Source: an optimization exercise on an open RTL-to-GDS flow (aim: small area, a short achievable clock period and few clock cycles per item). Production flows keep margins and buffers that such runs may drop. In this exercise RTL edits were held to simulation tests only and were not proved equivalent to the original. Power is estimated from default activity; no workload was simulated.

<file path="config.mk">
export PLATFORM = sky130hd
export DESIGN_NAME = mag_calibrate_heading
export DESIGN_NICKNAME = mag_calibrate_heading
export VERILOG_FILES = /design/flow/design.v
export SDC_FILE = /design/flow/constraint.sdc
export NUM_CORES = 4
export LEC_CHECK = 0
export CAP_MARGIN = 20
export CORE_MARGIN = 2
export CORE_UTILIZATION = 55
export SETUP_SLACK_MARGIN = 3.5
export SLEW_MARGIN = 20
</file>
<file path="constraint.sdc">
create_clock -name core_clock -period 7.0 [get_ports {clk}]
set_input_delay 1.4000 -clock core_clock [delete_from_list [all_inputs] [get_ports {clk}]]
set_output_delay 1.4000 -clock core_clock [all_outputs]
set_load 0.01 [all_outputs]
</file>
<file path="design.v">
package mcal_pkg;
  localparam int RAW_W        = 16;
  localparam int CAL_W        = 20;
  localparam int HEADING_W    = 15;
  localparam int GAIN_W       = 16;
  localparam int CENTRE_W     = 17;
  localparam int ANGLE_FRAC   = 16;
  localparam int ANGLE_W      = 27;
  localparam int ROT_W        = 32;
  localparam int DEF_CORDIC_STEPS      = 16;
  localparam int DEF_HEADING_FRAC_BITS = 6;
  localparam int DEF_GAIN_FRAC_BITS    = 14;
  typedef enum logic [1:0] {
    REQ_MEASURE = 2'd0,
    REQ_SAMPLE  = 2'd1,
    REQ_FINISH  = 2'd2,
    REQ_SPARE   = 2'd3
  } req_t;
  typedef enum logic [1:0] {
    STAT_MEASURED = 2'd0,
    STAT_TRACKED  = 2'd1,
    STAT_CAL_DONE = 2'd2,
    STAT_CAL_FAIL = 2'd3
  } status_t;
  typedef enum logic [3:0] {
    ST_IDLE,
    ST_PREP,
    ST_DIV_START,
    ST_DIV_WAIT,
    ST_MUL_START,
    ST_MUL_RUN,
    ST_MUL_END,
    ST_ROT_START,
    ST_ROT_RUN,
    ST_ROT_END,
    ST_DONE
  } state_t;
  function automatic logic [21:0] atan_step(input logic [4:0] idx);
    logic [21:0] a;
    case (idx)
      5'd0:  a = 22'd2949120;
      5'd1:  a = 22'd1740967;
      5'd2:  a = 22'd919879;
      5'd3:  a = 22'd466945;
      5'd4:  a = 22'd234379;
      5'd5:  a = 22'd117304;
      5'd6:  a = 22'd58666;
      5'd7:  a = 22'd29335;
      5'd8:  a = 22'd14668;
      5'd9:  a = 22'd7334;
      5'd10: a = 22'd3667;
      5'd11: a = 22'd1833;
      5'd12: a = 22'd917;
      5'd13: a = 22'd458;
      5'd14: a = 22'd229;
      5'd15: a = 22'd115;
      5'd16: a = 22'd57;
      5'd17: a = 22'd29;
      5'd18: a = 22'd14;
      5'd19: a = 22'd7;
      5'd20: a = 22'd4;
      5'd21: a = 22'd2;
      5'd22: a = 22'd1;
      default: a = 22'd0;
    endcase
    atan_step = a;
  endfunction
endpackage
module mcal_div (
  input  logic        clk,
  input  logic        step,      
  input  logic [4:0]  cnt,       
  input  logic [16:0] d_x,       
  input  logic [16:0] d_y,
  input  logic [16:0] d_z,
  output logic        bad,       
  output logic [15:0] g_x,       
  output logic [15:0] g_y,
  output logic [15:0] g_z
);
  logic [17:0] den_x, den_y, den_z;    
  logic [17:0] rem_x, rem_y, rem_z;
  logic [15:0] quo_x, quo_y, quo_z;
  logic        ovf_x, ovf_y, ovf_z;
  logic [17:0] sum;
  function automatic logic [33:0] n_init(input logic [17:0] s, input logic [17:0] den);
    logic [31:0] n;
    n = {s[17:0], 14'b0} + {15'b0, den[17:1]};
    n_init = {2'b00, n};
  endfunction
  function automatic logic [34:0] div_step(input logic [17:0] rem, input logic [15:0] quo,
                                           input logic [17:0] den);
    logic [18:0] trial, diff;
    logic        ge;
    trial = {rem, quo[15]};
    diff  = trial - {1'b0, den};
    ge    = !diff[18];
    div_step = {ge ? diff[17:0] : trial[17:0], quo[14:0], ge};
  endfunction
  assign bad = den_x[17] || den_x == 18'd0 || den_y[17] || den_y == 18'd0 ||
               den_z[17] || den_z == 18'd0;
  always_ff @(posedge clk) begin
    if (step) begin
      if (cnt == 5'd0) begin
        den_x <= {d_x[16], d_x}; den_y <= {d_y[16], d_y}; den_z <= {d_z[16], d_z};
      end
      if (cnt == 5'd1) begin
        den_x <= den_x + {den_x[16:0], 1'b0};
        den_y <= den_y + {den_y[16:0], 1'b0};
        den_z <= den_z + {den_z[16:0], 1'b0};
        sum   <= den_x + den_y + den_z;
      end
      if (cnt == 5'd2) begin
        {rem_x, quo_x} <= n_init(sum, den_x);
        {rem_y, quo_y} <= n_init(sum, den_y);
        {rem_z, quo_z} <= n_init(sum, den_z);
      end
      if (cnt == 5'd3) begin
        ovf_x <= rem_x >= den_x;
        ovf_y <= rem_y >= den_y;
        ovf_z <= rem_z >= den_z;
      end
      if (cnt >= 5'd3) begin
        {rem_x, quo_x} <= div_step(rem_x, quo_x, den_x);
        {rem_y, quo_y} <= div_step(rem_y, quo_y, den_y);
        {rem_z, quo_z} <= div_step(rem_z, quo_z, den_z);
      end
    end
  end
  assign g_x = ovf_x ? 16'hffff : quo_x;
  assign g_y = ovf_y ? 16'hffff : quo_y;
  assign g_z = ovf_z ? 16'hffff : quo_z;
endmodule
import mcal_pkg::*;
module mag_calibrate_heading (
  input  logic               clk,
  input  logic               rst,
  input  logic               in_valid,
  output logic               in_stall,
  input  logic [1:0]         req_type,
  input  logic signed [15:0] raw_x,
  input  logic signed [15:0] raw_y,
  input  logic signed [15:0] raw_z,
  output logic               out_valid,
  input  logic               out_stall,
  output logic [14:0]        heading,
  output logic signed [19:0] cal_x,
  output logic signed [19:0] cal_y,
  output logic signed [19:0] cal_z,
  output logic [1:0]         status,
  output logic               calibrated
);
  localparam int XW = 29;               
  localparam int PW = 66;               
  logic adv;                  
  logic fin_busy;             
  logic [4:0] fcnt;
  logic in_stall_r;           
  logic fstep;
  assign adv = ~(out_valid & out_stall);
  assign in_stall_r = ~adv | fin_busy;
  assign in_stall = in_stall_r;
  assign fstep = fin_busy & adv;
  logic        v0;
  logic [1:0]  q0;
  logic signed [15:0] r0x, r0y, r0z;
  always_ff @(posedge clk) begin
    if (rst) v0 <= 1'b0;
    else if (!in_stall_r) v0 <= in_valid;
    if (!in_stall_r) begin
      q0 <= req_type;
      r0x <= raw_x; r0y <= raw_y; r0z <= raw_z;
    end
  end
  logic signed [15:0] lo_x, lo_y, lo_z, hi_x, hi_y, hi_z;
  logic               seen;
  logic signed [16:0] c_x, c_y, c_z;
  logic [15:0]        g_x, g_y, g_z;
  logic               cal_valid;
  logic               fin_fail;
  logic signed [16:0] dx, dy, dz;
  logic               bad, fail;
  logic [15:0]        gn_x, gn_y, gn_z;
  assign dx = 17'(hi_x) - 17'(lo_x);
  assign dy = 17'(hi_y) - 17'(lo_y);
  assign dz = 17'(hi_z) - 17'(lo_z);
  assign fail = !seen || bad;
  mcal_div u_div (
    .clk (clk), .step(fstep), .cnt(fcnt),
    .d_x(dx), .d_y(dy), .d_z(dz), .bad(bad),
    .g_x(gn_x), .g_y(gn_y), .g_z(gn_z)
  );
  always_ff @(posedge clk) begin
    if (rst) begin
      lo_x <= 16'sd32767; lo_y <= 16'sd32767; lo_z <= 16'sd32767;
      hi_x <= -16'sd32768; hi_y <= -16'sd32768; hi_z <= -16'sd32768;
      seen <= 1'b0;
      c_x <= '0; c_y <= '0; c_z <= '0;
      g_x <= 16'd16384; g_y <= 16'd16384; g_z <= 16'd16384;
      cal_valid <= 1'b0;
      fin_busy <= 1'b0;
      fcnt <= '0;
    end else begin
      if (v0 && q0 == 2'd1) begin
        if (r0x < lo_x) lo_x <= r0x;
        if (r0x > hi_x) hi_x <= r0x;
        if (r0y < lo_y) lo_y <= r0y;
        if (r0y > hi_y) hi_y <= r0y;
        if (r0z < lo_z) lo_z <= r0z;
        if (r0z > hi_z) hi_z <= r0z;
        seen <= 1'b1;
      end
      if (!in_stall_r && in_valid && req_type == 2'd2) begin
        fin_busy <= 1'b1;
        fcnt <= '0;
      end
      if (fstep) begin
        fcnt <= fcnt + 5'd1;
        if (fcnt == 5'd1) begin
          fin_fail <= fail;
          if (!fail) begin
            c_x <= 17'(lo_x) + 17'(hi_x);
            c_y <= 17'(lo_y) + 17'(hi_y);
            c_z <= 17'(lo_z) + 17'(hi_z);
            cal_valid <= 1'b1;
          end else begin
            fin_busy <= 1'b0;
          end
          lo_x <= 16'sd32767; lo_y <= 16'sd32767; lo_z <= 16'sd32767;
          hi_x <= -16'sd32768; hi_y <= -16'sd32768; hi_z <= -16'sd32768;
          seen <= 1'b0;
        end
        if (fcnt == 5'd19) begin
          g_x <= gn_x; g_y <= gn_y; g_z <= gn_z;
          fin_busy <= 1'b0;
        end
      end
    end
  end
  logic        v1;
  logic signed [17:0] a1x, a1y, a1z;
  logic [1:0]  st1;
  logic        cv1;
  always_ff @(posedge clk) begin
    if (rst) v1 <= 1'b0;
    else if (adv) v1 <= v0 & ~fin_busy;
    if (adv) begin
      a1x <= {r0x[15], r0x, 1'b0} - 18'(c_x);
      a1y <= {r0y[15], r0y, 1'b0} - 18'(c_y);
      a1z <= {r0z[15], r0z, 1'b0} - 18'(c_z);
      st1 <= (q0 == 2'd1) ? 2'd1 : (q0 == 2'd2) ? (fin_fail ? 2'd3 : 2'd2) : 2'd0;
      cv1 <= cal_valid;
    end
  end
  function automatic logic [34:0] brow(input logic signed [17:0] a, input logic [15:0] g,
                                       input int j);
    logic [17:0] ge;
    logic        b0, b1, b2, one, two, ng;
    logic [19:0] m, e;
    ge = {2'b00, g};
    b0 = (j == 0) ? 1'b0 : ge[2*j-1];
    b1 = ge[2*j];
    b2 = ge[2*j+1];
    one = b1 ^ b0;
    two = (b2 & ~b1 & ~b0) | (~b2 & b1 & b0);
    ng  = b2;
    m = one ? {a[17], a[17], a} : two ? {a[17], a, 1'b0} : 20'd0;
    e = ng ? ~m : m;
    brow = 35'({~e[19], e[18:0]}) << (2 * j);
  endfunction
  function automatic logic [34:0] bneg(input logic [15:0] g);
    logic [17:0] ge;
    ge = {2'b00, g};
    bneg = '0;
    for (int j = 0; j < 9; j++) bneg[2*j] = ge[2*j+1];
  endfunction
  logic [34:0] bm_x [0:8], bm_y [0:8], bm_z [0:8];
  logic [34:0] bn_x, bn_y, bn_z;
  logic [34:0] mt_x_s0, mt_x_c0;
  logic [34:0] mt_x_s1, mt_x_c1;
  logic [34:0] mt_x_s2, mt_x_c2;
  logic [34:0] mt_x_s3, mt_x_c3;
  logic [34:0] mt_x_s4, mt_x_c4;
  logic [34:0] mt_x_s5, mt_x_c5;
  logic [34:0] mt_x_s6, mt_x_c6;
  logic [34:0] mt_x_s7, mt_x_c7;
  logic [34:0] mt_x_s8, mt_x_c8;
  logic [34:0] mt_y_s0, mt_y_c0;
  logic [34:0] mt_y_s1, mt_y_c1;
  logic [34:0] mt_y_s2, mt_y_c2;
  logic [34:0] mt_y_s3, mt_y_c3;
  logic [34:0] mt_y_s4, mt_y_c4;
  logic [34:0] mt_y_s5, mt_y_c5;
  logic [34:0] mt_y_s6, mt_y_c6;
  logic [34:0] mt_y_s7, mt_y_c7;
  logic [34:0] mt_y_s8, mt_y_c8;
  logic [34:0] mt_z_s0, mt_z_c0;
  logic [34:0] mt_z_s1, mt_z_c1;
  logic [34:0] mt_z_s2, mt_z_c2;
  logic [34:0] mt_z_s3, mt_z_c3;
  logic [34:0] mt_z_s4, mt_z_c4;
  logic [34:0] mt_z_s5, mt_z_c5;
  logic [34:0] mt_z_s6, mt_z_c6;
  logic [34:0] mt_z_s7, mt_z_c7;
  logic [34:0] mt_z_s8, mt_z_c8;
  always_comb begin
    for (int j = 0; j < 9; j++) begin
      bm_x[j] = brow(a1x, g_x, j);
      bm_y[j] = brow(a1y, g_y, j);
      bm_z[j] = brow(a1z, g_z, j);
    end
    bn_x = bneg(g_x);
    bn_y = bneg(g_y);
    bn_z = bneg(g_z);
    mt_x_s0 = bm_x[0] ^ bm_x[1] ^ bm_x[2];
    mt_x_c0 = {((bm_x[0]) & (bm_x[1]) | (bm_x[0]) & (bm_x[2]) | (bm_x[1]) & (bm_x[2])), 1'b0};
    mt_x_s1 = bm_x[3] ^ bm_x[4] ^ bm_x[5];
    mt_x_c1 = {((bm_x[3]) & (bm_x[4]) | (bm_x[3]) & (bm_x[5]) | (bm_x[4]) & (bm_x[5])), 1'b0};
    mt_x_s2 = bm_x[6] ^ bm_x[7] ^ bm_x[8];
    mt_x_c2 = {((bm_x[6]) & (bm_x[7]) | (bm_x[6]) & (bm_x[8]) | (bm_x[7]) & (bm_x[8])), 1'b0};
    mt_x_s3 = mt_x_s0 ^ mt_x_c0 ^ mt_x_s1;
    mt_x_c3 = {((mt_x_s0) & (mt_x_c0) | (mt_x_s0) & (mt_x_s1) | (mt_x_c0) & (mt_x_s1)), 1'b0};
    mt_x_s4 = mt_x_c1 ^ mt_x_s2 ^ mt_x_c2;
    mt_x_c4 = {((mt_x_c1) & (mt_x_s2) | (mt_x_c1) & (mt_x_c2) | (mt_x_s2) & (mt_x_c2)), 1'b0};
    mt_x_s5 = mt_x_s3 ^ mt_x_c3 ^ mt_x_s4;
    mt_x_c5 = {((mt_x_s3) & (mt_x_c3) | (mt_x_s3) & (mt_x_s4) | (mt_x_c3) & (mt_x_s4)), 1'b0};
    mt_x_s6 = mt_x_c4 ^ bn_x ^ 35'h555581000;
    mt_x_c6 = {((mt_x_c4) & (bn_x) | (mt_x_c4) & (35'h555581000) | (bn_x) & (35'h555581000)), 1'b0};
    mt_x_s7 = mt_x_s5 ^ mt_x_c5 ^ mt_x_s6;
    mt_x_c7 = {((mt_x_s5) & (mt_x_c5) | (mt_x_s5) & (mt_x_s6) | (mt_x_c5) & (mt_x_s6)), 1'b0};
    mt_x_s8 = mt_x_s7 ^ mt_x_c7 ^ mt_x_c6;
    mt_x_c8 = {((mt_x_s7) & (mt_x_c7) | (mt_x_s7) & (mt_x_c6) | (mt_x_c7) & (mt_x_c6)), 1'b0};
    mt_y_s0 = bm_y[0] ^ bm_y[1] ^ bm_y[2];
    mt_y_c0 = {((bm_y[0]) & (bm_y[1]) | (bm_y[0]) & (bm_y[2]) | (bm_y[1]) & (bm_y[2])), 1'b0};
    mt_y_s1 = bm_y[3] ^ bm_y[4] ^ bm_y[5];
    mt_y_c1 = {((bm_y[3]) & (bm_y[4]) | (bm_y[3]) & (bm_y[5]) | (bm_y[4]) & (bm_y[5])), 1'b0};
    mt_y_s2 = bm_y[6] ^ bm_y[7] ^ bm_y[8];
    mt_y_c2 = {((bm_y[6]) & (bm_y[7]) | (bm_y[6]) & (bm_y[8]) | (bm_y[7]) & (bm_y[8])), 1'b0};
    mt_y_s3 = mt_y_s0 ^ mt_y_c0 ^ mt_y_s1;
    mt_y_c3 = {((mt_y_s0) & (mt_y_c0) | (mt_y_s0) & (mt_y_s1) | (mt_y_c0) & (mt_y_s1)), 1'b0};
    mt_y_s4 = mt_y_c1 ^ mt_y_s2 ^ mt_y_c2;
    mt_y_c4 = {((mt_y_c1) & (mt_y_s2) | (mt_y_c1) & (mt_y_c2) | (mt_y_s2) & (mt_y_c2)), 1'b0};
    mt_y_s5 = mt_y_s3 ^ mt_y_c3 ^ mt_y_s4;
    mt_y_c5 = {((mt_y_s3) & (mt_y_c3) | (mt_y_s3) & (mt_y_s4) | (mt_y_c3) & (mt_y_s4)), 1'b0};
    mt_y_s6 = mt_y_c4 ^ bn_y ^ 35'h555581000;
    mt_y_c6 = {((mt_y_c4) & (bn_y) | (mt_y_c4) & (35'h555581000) | (bn_y) & (35'h555581000)), 1'b0};
    mt_y_s7 = mt_y_s5 ^ mt_y_c5 ^ mt_y_s6;
    mt_y_c7 = {((mt_y_s5) & (mt_y_c5) | (mt_y_s5) & (mt_y_s6) | (mt_y_c5) & (mt_y_s6)), 1'b0};
    mt_y_s8 = mt_y_s7 ^ mt_y_c7 ^ mt_y_c6;
    mt_y_c8 = {((mt_y_s7) & (mt_y_c7) | (mt_y_s7) & (mt_y_c6) | (mt_y_c7) & (mt_y_c6)), 1'b0};
    mt_z_s0 = bm_z[0] ^ bm_z[1] ^ bm_z[2];
    mt_z_c0 = {((bm_z[0]) & (bm_z[1]) | (bm_z[0]) & (bm_z[2]) | (bm_z[1]) & (bm_z[2])), 1'b0};
    mt_z_s1 = bm_z[3] ^ bm_z[4] ^ bm_z[5];
    mt_z_c1 = {((bm_z[3]) & (bm_z[4]) | (bm_z[3]) & (bm_z[5]) | (bm_z[4]) & (bm_z[5])), 1'b0};
    mt_z_s2 = bm_z[6] ^ bm_z[7] ^ bm_z[8];
    mt_z_c2 = {((bm_z[6]) & (bm_z[7]) | (bm_z[6]) & (bm_z[8]) | (bm_z[7]) & (bm_z[8])), 1'b0};
    mt_z_s3 = mt_z_s0 ^ mt_z_c0 ^ mt_z_s1;
    mt_z_c3 = {((mt_z_s0) & (mt_z_c0) | (mt_z_s0) & (mt_z_s1) | (mt_z_c0) & (mt_z_s1)), 1'b0};
    mt_z_s4 = mt_z_c1 ^ mt_z_s2 ^ mt_z_c2;
    mt_z_c4 = {((mt_z_c1) & (mt_z_s2) | (mt_z_c1) & (mt_z_c2) | (mt_z_s2) & (mt_z_c2)), 1'b0};
    mt_z_s5 = mt_z_s3 ^ mt_z_c3 ^ mt_z_s4;
    mt_z_c5 = {((mt_z_s3) & (mt_z_c3) | (mt_z_s3) & (mt_z_s4) | (mt_z_c3) & (mt_z_s4)), 1'b0};
    mt_z_s6 = mt_z_c4 ^ bn_z ^ 35'h555581000;
    mt_z_c6 = {((mt_z_c4) & (bn_z) | (mt_z_c4) & (35'h555581000) | (bn_z) & (35'h555581000)), 1'b0};
    mt_z_s7 = mt_z_s5 ^ mt_z_c5 ^ mt_z_s6;
    mt_z_c7 = {((mt_z_s5) & (mt_z_c5) | (mt_z_s5) & (mt_z_s6) | (mt_z_c5) & (mt_z_s6)), 1'b0};
    mt_z_s8 = mt_z_s7 ^ mt_z_c7 ^ mt_z_c6;
    mt_z_c8 = {((mt_z_s7) & (mt_z_c7) | (mt_z_s7) & (mt_z_c6) | (mt_z_c7) & (mt_z_c6)), 1'b0};
  end
  logic        v2;
  logic [34:0] hs_x, hc_x, hs_y, hc_y, hs_z, hc_z;
  logic [1:0]  st2;
  logic        cv2;
  always_ff @(posedge clk) begin
    if (rst) v2 <= 1'b0;
    else if (adv) v2 <= v1;
    if (adv) begin
      hs_x <= mt_x_s8; hc_x <= mt_x_c8;
      hs_y <= mt_y_s8; hc_y <= mt_y_c8;
      hs_z <= mt_z_s8; hc_z <= mt_z_c8;
      st2 <= st1;
      cv2 <= cv1;
    end
  end
  function automatic logic signed [19:0] sat20(input logic [34:0] s, input logic [34:0] c);
    logic [34:0] p;
    p = s + c;
    if (!p[34] && p[33:32] != 2'b00) sat20 = 20'sd524287;
    else if (p[34] && p[33:32] != 2'b11) sat20 = -20'sd524288;
    else sat20 = p[32:13];
  endfunction
  logic        v3;
  logic signed [19:0] c3x, c3y, c3z;
  logic [1:0]  st3;
  logic        cv3;
  always_ff @(posedge clk) begin
    if (rst) v3 <= 1'b0;
    else if (adv) v3 <= v2;
    if (adv) begin
      c3x <= sat20(hs_x, hc_x);
      c3y <= sat20(hs_y, hc_y);
      c3z <= sat20(hs_z, hc_z);
      st3 <= st2;
      cv3 <= cv2;
    end
  end
  logic [PW-1:0] bun [0:15];
  logic [XW-1:0] xs  [0:15];
  logic signed [28:0] ys [0:15];    
  logic [15:0]   ds  [0:15];
  logic        sx, sy, neg0, zero0, yz, exc, d0;
  logic [28:0] xa, xb, xc, ya, yb, yc, x1s, x1c, y1s, y1c;
  assign sx = c3x[19];
  assign sy = c3y[19];
  assign neg0  = sx;
  assign yz = c3y == 20'sd0;
  assign zero0 = yz && c3x == 20'sd0;
  assign exc = yz && sx;
  assign d0 = !(sx ^ sy) || yz;
  assign xa = {({c3x[19], c3x} ^ {21{sx}}), 8'b0};
  assign xb = {({c3y[19], c3y} ^ {21{sy}}), 8'b0};
  assign xc = 29'({(sx & sy), (sx ^ sy), 8'b0});
  assign ya = {({c3y[19], c3y} ^ {21{sx}}), 8'b0};
  assign yb = {({c3x[19], c3x} ^ {21{~sy}}), 8'b0};
  assign yc = 29'({(sx & ~sy), (sx ^ ~sy), 8'b0});
  assign x1s = xa ^ xb ^ xc;
  assign x1c = {(xa & xb | xa & xc | xb & xc), 1'b0} >> 0;
  assign y1s = ya ^ yb ^ yc;
  assign y1c = {(ya & yb | ya & yc | yb & yc), 1'b0} >> 0;
  logic [XW-1:0] xr1;
  logic [28:0]   yr1;
  logic          dr1;
  logic [PW-1:0] br1;
  always_ff @(posedge clk) begin
    if (rst) br1[0] <= 1'b0;
    else if (adv) br1[0] <= v3;
    if (adv) begin
      xr1 <= x1s + x1c;
      yr1 <= exc ? {c3x[19], c3x, 8'b0} : y1s + y1c;
      dr1 <= d0;
      br1[PW-1:1] <= {c3x, c3y, c3z, st3, cv3, neg0, zero0};
    end
  end
  assign xs[1] = xr1;
  assign ys[1] = yr1;
  assign ds[1] = 16'(dr1);
  assign bun[1] = br1;
  genvar i;
  generate
    for (i = 1; i < 13; i++) begin : it
      localparam int WI = (i <= 2) ? 29 : 31 - i;           
      localparam int WO = (i + 1 <= 2) ? 29 : 31 - (i + 1);  
      logic signed [WI-1:0] yi;
      logic [XW-1:0]        xi;
      logic                 d;
      logic [XW-1:0]        ysh;
      logic [WO-1:0]        xsh;
      logic [XW-1:0]        xn;
      logic [WO-1:0]        yn;
      assign yi  = ys[i][WI-1:0];
      assign xi  = xs[i];
      assign d   = !yi[WI-1];
      assign ysh = XW'(yi >>> i);
      assign xsh = WO'(xi >> i);
      assign xn  = xi + (ysh ^ {XW{~d}}) + {{(XW-1){1'b0}}, ~d};
      assign yn  = WO'(yi) + (xsh ^ {WO{d}}) + WO'(d);
      logic [XW-1:0] xr;
      logic [WO-1:0] yr;
      logic [i:0]    dr;
      logic [PW-1:0] br;
      always_ff @(posedge clk) begin
        if (rst) br[0] <= 1'b0;
        else if (adv) br[0] <= bun[i][0];
        if (adv) begin
          xr <= xn;
          yr <= yn;
          dr <= {d, ds[i][i-1:0]};
          br[PW-1:1] <= bun[i][PW-1:1];
        end
      end
      assign xs[i+1]  = xr;
      assign ys[i+1]  = {{(29-WO){yr[WO-1]}}, yr};
      assign ds[i+1]  = 16'(dr);
      assign bun[i+1] = br;
    end
  endgenerate
  function automatic logic [25:0] atan2x(input int k);    
    case (k)
      0: atan2x = 26'd5898240;
      1: atan2x = 26'd3481934;
      2: atan2x = 26'd1839758;
      3: atan2x = 26'd933890;
      4: atan2x = 26'd468758;
      5: atan2x = 26'd234608;
      6: atan2x = 26'd117332;
      7: atan2x = 26'd58670;
      8: atan2x = 26'd29336;
      9: atan2x = 26'd14668;
      10: atan2x = 26'd7334;
      11: atan2x = 26'd3666;
      12: atan2x = 26'd1834;
      13: atan2x = 26'd916;
      14: atan2x = 26'd458;
      15: atan2x = 26'd230;
      default: atan2x = 26'd0;
    endcase
  endfunction
  logic [26:0] y13;
  logic [28:0] x13;
  logic        d13;
  logic [13:0] d0_13;
  logic [25:0] zk;
  logic [25:0] zt [0:13];
  logic [28:0] x14n;
  logic [16:0] y14n;
  logic [25:0] zt_s0, zt_c0;
  logic [25:0] zt_s1, zt_c1;
  logic [25:0] zt_s2, zt_c2;
  logic [25:0] zt_s3, zt_c3;
  logic [25:0] zt_s4, zt_c4;
  logic [25:0] zt_s5, zt_c5;
  logic [25:0] zt_s6, zt_c6;
  logic [25:0] zt_s7, zt_c7;
  logic [25:0] zt_s8, zt_c8;
  logic [25:0] zt_s9, zt_c9;
  logic [25:0] zt_s10, zt_c10;
  logic [25:0] zt_s11, zt_c11;
  logic [25:0] zt_s12, zt_c12;
  assign y13 = ys[13][17:0];
  assign x13 = xs[13];
  assign d13 = !ys[13][17];
  assign d0_13 = {d13, ds[13][12:0]};
  assign x14n = x13 + (XW'(ys[13] >>> 13) ^ {XW{~d13}}) + {{(XW-1){1'b0}}, ~d13};
  assign y14n = ys[13][16:0] + (17'(x13 >> 13) ^ {17{d13}}) + {16'b0, d13};
  always_comb begin
    zk = bun[13][2] ? 26'd5251176 : 26'(-26'sd6545304);
    for (int k = 0; k < 14; k++) zt[k] = d0_13[k] ? atan2x(k) : 26'd0;
    zt_s0 = zk ^ zt[0] ^ zt[1];
    zt_c0 = {((zk) & (zt[0]) | (zk) & (zt[1]) | (zt[0]) & (zt[1])), 1'b0};
    zt_s1 = zt[2] ^ zt[3] ^ zt[4];
    zt_c1 = {((zt[2]) & (zt[3]) | (zt[2]) & (zt[4]) | (zt[3]) & (zt[4])), 1'b0};
    zt_s2 = zt[5] ^ zt[6] ^ zt[7];
    zt_c2 = {((zt[5]) & (zt[6]) | (zt[5]) & (zt[7]) | (zt[6]) & (zt[7])), 1'b0};
    zt_s3 = zt[8] ^ zt[9] ^ zt[10];
    zt_c3 = {((zt[8]) & (zt[9]) | (zt[8]) & (zt[10]) | (zt[9]) & (zt[10])), 1'b0};
    zt_s4 = zt[11] ^ zt[12] ^ zt[13];
    zt_c4 = {((zt[11]) & (zt[12]) | (zt[11]) & (zt[13]) | (zt[12]) & (zt[13])), 1'b0};
    zt_s5 = zt_s0 ^ zt_c0 ^ zt_s1;
    zt_c5 = {((zt_s0) & (zt_c0) | (zt_s0) & (zt_s1) | (zt_c0) & (zt_s1)), 1'b0};
    zt_s6 = zt_c1 ^ zt_s2 ^ zt_c2;
    zt_c6 = {((zt_c1) & (zt_s2) | (zt_c1) & (zt_c2) | (zt_s2) & (zt_c2)), 1'b0};
    zt_s7 = zt_s3 ^ zt_c3 ^ zt_s4;
    zt_c7 = {((zt_s3) & (zt_c3) | (zt_s3) & (zt_s4) | (zt_c3) & (zt_s4)), 1'b0};
    zt_s8 = zt_s5 ^ zt_c5 ^ zt_s6;
    zt_c8 = {((zt_s5) & (zt_c5) | (zt_s5) & (zt_s6) | (zt_c5) & (zt_s6)), 1'b0};
    zt_s9 = zt_c6 ^ zt_s7 ^ zt_c7;
    zt_c9 = {((zt_c6) & (zt_s7) | (zt_c6) & (zt_c7) | (zt_s7) & (zt_c7)), 1'b0};
    zt_s10 = zt_s8 ^ zt_c8 ^ zt_s9;
    zt_c10 = {((zt_s8) & (zt_c8) | (zt_s8) & (zt_s9) | (zt_c8) & (zt_s9)), 1'b0};
    zt_s11 = zt_s10 ^ zt_c10 ^ zt_c9;
    zt_c11 = {((zt_s10) & (zt_c10) | (zt_s10) & (zt_c9) | (zt_c10) & (zt_c9)), 1'b0};
    zt_s12 = zt_s11 ^ zt_c11 ^ zt_c4;
    zt_c12 = {((zt_s11) & (zt_c11) | (zt_s11) & (zt_c4) | (zt_c11) & (zt_c4)), 1'b0};
  end
  logic [28:0] x14;
  logic [16:0] y14r;
  logic [25:0] zs13, zc13;
  logic [PW-1:0] b14;
  always_ff @(posedge clk) begin
    if (rst) b14[0] <= 1'b0;
    else if (adv) b14[0] <= bun[13][0];
    if (adv) begin
      x14 <= x14n;
      y14r <= y14n;
      zs13 <= zt_s12;
      zc13 <= zt_c12;
      b14[PW-1:1] <= bun[13][PW-1:1];
    end
  end
  logic        d14, d15;
  logic [16:0] y15;
  logic [25:0] zt14, zt15;
  logic [25:0] zu_s0, zu_c0;
  logic [25:0] zu_s1, zu_c1;
  assign d14 = !y14r[16];
  assign y15 = d14 ? y14r - 17'(x14 >> 14) : y14r + 17'(x14 >> 14);
  assign d15 = !y15[16];
  assign zt14 = d14 ? 26'd458 : 26'd0;
  assign zt15 = d15 ? 26'd230 : 26'd0;
  always_comb begin
    zu_s0 = zs13 ^ zc13 ^ zt14;
    zu_c0 = {((zs13) & (zc13) | (zs13) & (zt14) | (zc13) & (zt14)), 1'b0};
    zu_s1 = zu_s0 ^ zu_c0 ^ zt15;
    zu_c1 = {((zu_s0) & (zu_c0) | (zu_s0) & (zt15) | (zu_c0) & (zt15)), 1'b0};
  end
  logic [25:0] zsr, zcr;
  logic [PW-1:0] bz;
  always_ff @(posedge clk) begin
    if (rst) bz[0] <= 1'b0;
    else if (adv) bz[0] <= b14[0];
    if (adv) begin
      zsr <= b14[1] ? 26'd0 : zu_s1;
      zcr <= b14[1] ? 26'd0 : zu_c1;
      bz[PW-1:1] <= b14[PW-1:1];
    end
  end
  logic [25:0] zf, zw, zws, zwc;
  logic [14:0] he;
  logic        ev;
  assign zws = zsr ^ zcr ^ 26'(23040 << 10);
  assign zwc = {(zsr & zcr | zsr & 26'(23040 << 10) | zcr & 26'(23040 << 10)), 1'b0} >> 0;
  assign zf = zsr + zcr;
  assign zw = zws + zwc;
  assign he = zf[25] ? zw[24:10] : zf[24:10];
  assign ev = bz[0];
  always_ff @(posedge clk) begin
    if (rst) out_valid <= 1'b0;
    else if (adv) out_valid <= ev;
    if (adv) {heading, cal_x, cal_y, cal_z, status, calibrated} <= {he, bz[65:3]};
  end
endmodule
</file>
<file path="run.sh">
#!/bin/bash
# synth_recipe.tcl (not shown) runs the flow's synth.tcl, then flattens the netlist and writes it again
# the make line also repeats each setting of config.mk as NAME=value (left out here)
make -C /OpenROAD-flow-scripts/flow DESIGN_CONFIG=/design/flow/config.mk WORK_HOME=/design/flow/orfs CLKGATE_MAP_FILE= SYNTH_SCRIPT=/design/flow/synth_recipe.tcl finish
</file>
==> run summary <==
routed vias/inst 5.92; Worst slew margin 0.248; r2r setup slk 2740 ps; layout cells sized above 1 0.245; drt pass-1 iters 7; FF-to-FF Start a1y[6]; WL final approximately 470,000 um; Worst-Margin Slew 1130 ps; initial antenna violation count 13; Longest Clk Path Bufs 4; Req. time, crit path 7640 ps; Fin Clk Skew 109 ps; Detail Route Antenna Nets 0; Die Y 555 um; number of max-cap violations 0; reg2reg end hs_y[13]; die area between 300,000 and 400,000 um2; Max VDD drop 0.485 mV; layout overhead on the synthesized area 25.1%; commonest non-fill, non-tap cell in the layout edfxtp_1; crit start category flip-flop; global-route wire length before repair slightly below 700,000 um; Final Instance Area 209,000 um2; fin nets 18,513; Fillers 21,672; GRT Total Usage 0.289; # rows 202; hold endpoint it[3].br[14]; Initial Util 0.552; TritonCTS Buffers 300; Crit Path Class flip-flop to flip-flop; Cell Area, Placed 172,000 um2; FFs w/ async S/R, synth 0; hold path startpoint it[2].br[14]; crit path DAT 4890 ps; hold crit path type flip-flop to flip-flop; max-slew violation count 0; CP Capture Type flip-flop; # H-tree levels 5; Chip Width 555 um; RSZ-0062 raised after global routing true; Final min period 4260 ps; mapped cell area 167,000 um2; Final Hold Violating Endpoints 0; CTS Sinks 2,665; Post-synth EDFFs between 2,000 and 2,500; clock latency (worst-skew pair) 960 ps; Cells after Synth between 15,000 and 20,000; register area share after synthesis 0.466; Crit Path Max Fanout 6; P per Cell Area 543 nW/um2; Top FF cell, synth edfxtp_1; Leak 0.0849 uW; Tcrit/Tclk final 0.608; clk slew on worst S/H paths roughly 60 ps; drt first-iter violations 10,899; YS warnings 10; WHS Path Cells 0; #FFs+latches synth around 2,700; number of global-route vias before repair 120,436; placed insts between 15,000 and 20,000; Ports roughly 130; clock root buffer clkbuf_16; Detailed Place HPWL 303,000 um; routed len/inst 22.6 um; placeable core area approximately 300,000 um2; syn_nets between 15,000 and 20,000; multi-input logic area just over 90,000 um2; fin cells 20,726; commonest non-fill, non-tap cells in the layout edfxtp_1, ha_1, nor2_1, buf_4, inv_1; run status complete, no violations; hold bufs inserted after CTS 0; register area slightly below 80,000 um2; Setup violations, final 0; PortBufs 133; grt total ovfl 0; syn avg cell area 11.0 um2; CTS tree yes; worst-case reg-to-reg path depth 14; Vias approximately 120k; largest net degree at the start of global routing 222; GP Congestion ~0.92; number of remaining DRC errors 0; highest attainable clock frequency about 0.23 GHz; library cells used by synthesis 97
## repair_timing
action                     4_1_cts  5_1_grt
hold endpoints to repair         0        0
pin swaps                      897      864
gates resized for setup       2134     1337
gates cloned                    76       36
setup endpoints to repair     1631      791
setup buffers                  898      420
## power breakdown
group	total, uW	switching (uW)	internal [uW]
combinational	64900	34300	30700
sequential	32700	4250	28500
clock	15800	6750	9080
total	113000	45300	68200
## per-stage QoR
stage	util	setup slack [ps]	TNS, ps	total power [uW]	hold slack, ps
floorplan	-	-436	-1002460	67900	400
global placement	0.569	1700	0	80600	400
detailed placement	0.569	1640	0	82100	405
CTS	0.659	2770	0	106000	338
global route	0.691	2600	0	121000	350
finish	0.691	2740	0	113000	344
## synth_stat cells (19+ instances only)
cell type / instances / share of area
a22oi_1: 102 / 0.0046
a21o_1: 273 / 0.012
maj3_1: 124 / 0.0074
o41ai_1: 29 / 0.0015
buf_1: 144 / 0.0032
nand4_1: 66 / 0.0025
nand2b_1: 127 / 0.0048
mux2i_1: 73 / 0.0044
or2_2: 22 / 0.00082
a211o_1: 23 / 0.0012
nor2_1: 1176 / 0.026
inv_1: 1162 / 0.026
xnor2_1: 925 / 0.049
a21boi_0: 53 / 0.0024
fa_1: 516 / 0.062
clkbuf_1: 613 / 0.014
o211ai_1: 71 / 0.0032
o21a_1: 103 / 0.0046
a41oi_1: 25 / 0.0013
o2111ai_1: 19 / 0.0010
and2_1: 97 / 0.0036
nand3_1: 242 / 0.0073
a211oi_1: 174 / 0.0078
and3_1: 107 / 0.0040
o21ai_0: 710 / 0.021
o221ai_1: 28 / 0.0015
o21bai_1: 99 / 0.0045
o22ai_1: 236 / 0.0088
nand2_1: 894 / 0.020
a221oi_1: 157 / 0.0082
ha_1: 1447 / 0.11
or3_1: 76 / 0.0028
nor2b_1: 217 / 0.0081
nor3_1: 289 / 0.0087
xor2_1: 611 / 0.032
o31ai_1: 63 / 0.0028
a31oi_1: 62 / 0.0023
o311a_1: 19 / 0.0011
nor4_1: 23 / 0.00086
a21oi_1: 1051 / 0.032
edfxtp_1: 2442 / 0.44
dfxtp_1: 223 / 0.027
## sequential cells by signal, summed over array words and instances, names as in the netlist, 21 cells and up
name   flops
hc_z      31
it.yr    268
b14       65
hs_z      33
br1       65
hc_y      31
zcr       23
xr1       21
bz        64
hc_x      31
it.br    780
hs_x      33
hs_y      33
yr1       21
zsr       24
zs13      25
it.xr    334
zc13      23
it.dr     90
## layer usage
layer / vias up / GRT usage / wire length, um
met5: - / 0 / 45
met4: 6 / 0.135 / 27100
met3: 1377 / 0.0398 / 28800
met2: 4321 / 0.483 / 223000
met1: 59782 / 0.374 / 191000
li1: 57130 / - / -
## worst max-delay path: stages (launching register included)
cell and delay, ps:
edfxtp_1 500, buf_12 200, buf_6 110, buf_8 120
o31ai_4 210, a21oi_2 120, fa_1 530, inv_2 50
fa_1 480, fa_1 520, inv_2 40, fa_1 490
inv_1 50, fa_1 470, inv_1 50
## kinds of logic after synthesis
group                      Yosys count  share of synthesized area
buffers and inverters             1932                     0.0436
adders and majority gates         2087                      0.178
xor gates and xnor gates          1537                     0.0807
AOI/OAI and AO/OA                 3482                      0.133
DFF                               2665                      0.466
muxes                               86                    0.00526
and+or+nand+nor                   3412                     0.0938
## final cells by class
| class | instances | share of cell area |
|---|---|---|
| Antenna cell | 4 | 0.0000479 |
| Timing Repair Buffer | 1751 | 0.0908 |
| Multi-Input combinational cell | 10613 | 0.443 |
| Clock buffer | 348 | 0.0371 |
| Tap cell | 3978 | 0.0238 |
| Clock inverter | 202 | 0.0108 |
| Sequential cell | 2665 | 0.373 |
| Timing Repair inverter | 1 | 0.0000359 |
| Inverter | 1164 | 0.0215 |
## worst max-delay path by stage
stage                 startpoint            to  slack (ps)  cells after the start
finish                    a1y[6]      hs_y[13]        2740                     14
global route              a1y[9]      hs_y[13]        2600                     16
CTS                 it[3].yr[26]  it[4].yr[25]        2770                     16
detailed placement       g_y[12]      hs_y[20]        1640                     14
global placement         g_y[12]      hs_y[20]        1700                     14
floorplan              out_stall        a1x[0]        -440                      3
Testbench counts, summed over its fixed seeds: cycles 3,680, items 3,200.

[afterwards: timing with drivers on the ports]
No port has a modelled driver above. Below, the same layout with a new extraction and two added sets of constraints. Step 1 assumes that a clkbuf_16 drives the clock port and a buf_2 every other input. Step 2 moves the port delays by t, midway between the first and last clock arrival at a register: inputs arrive t later, outputs are due t later. That takes back most of the time a late clock gives input paths. Three values: ideal, step 1, step 2; two values: the first two.
t, ns: 1.006
setup WS [ns]: 2.745 / 2.745 / 2.546
worst register clock-pin slew, ns: 0.08 / 0.08
After both steps this run still meets setup and hold. The setup slack of this run moves by 0.000 ns with the drivers and by -0.199 ns with both steps.
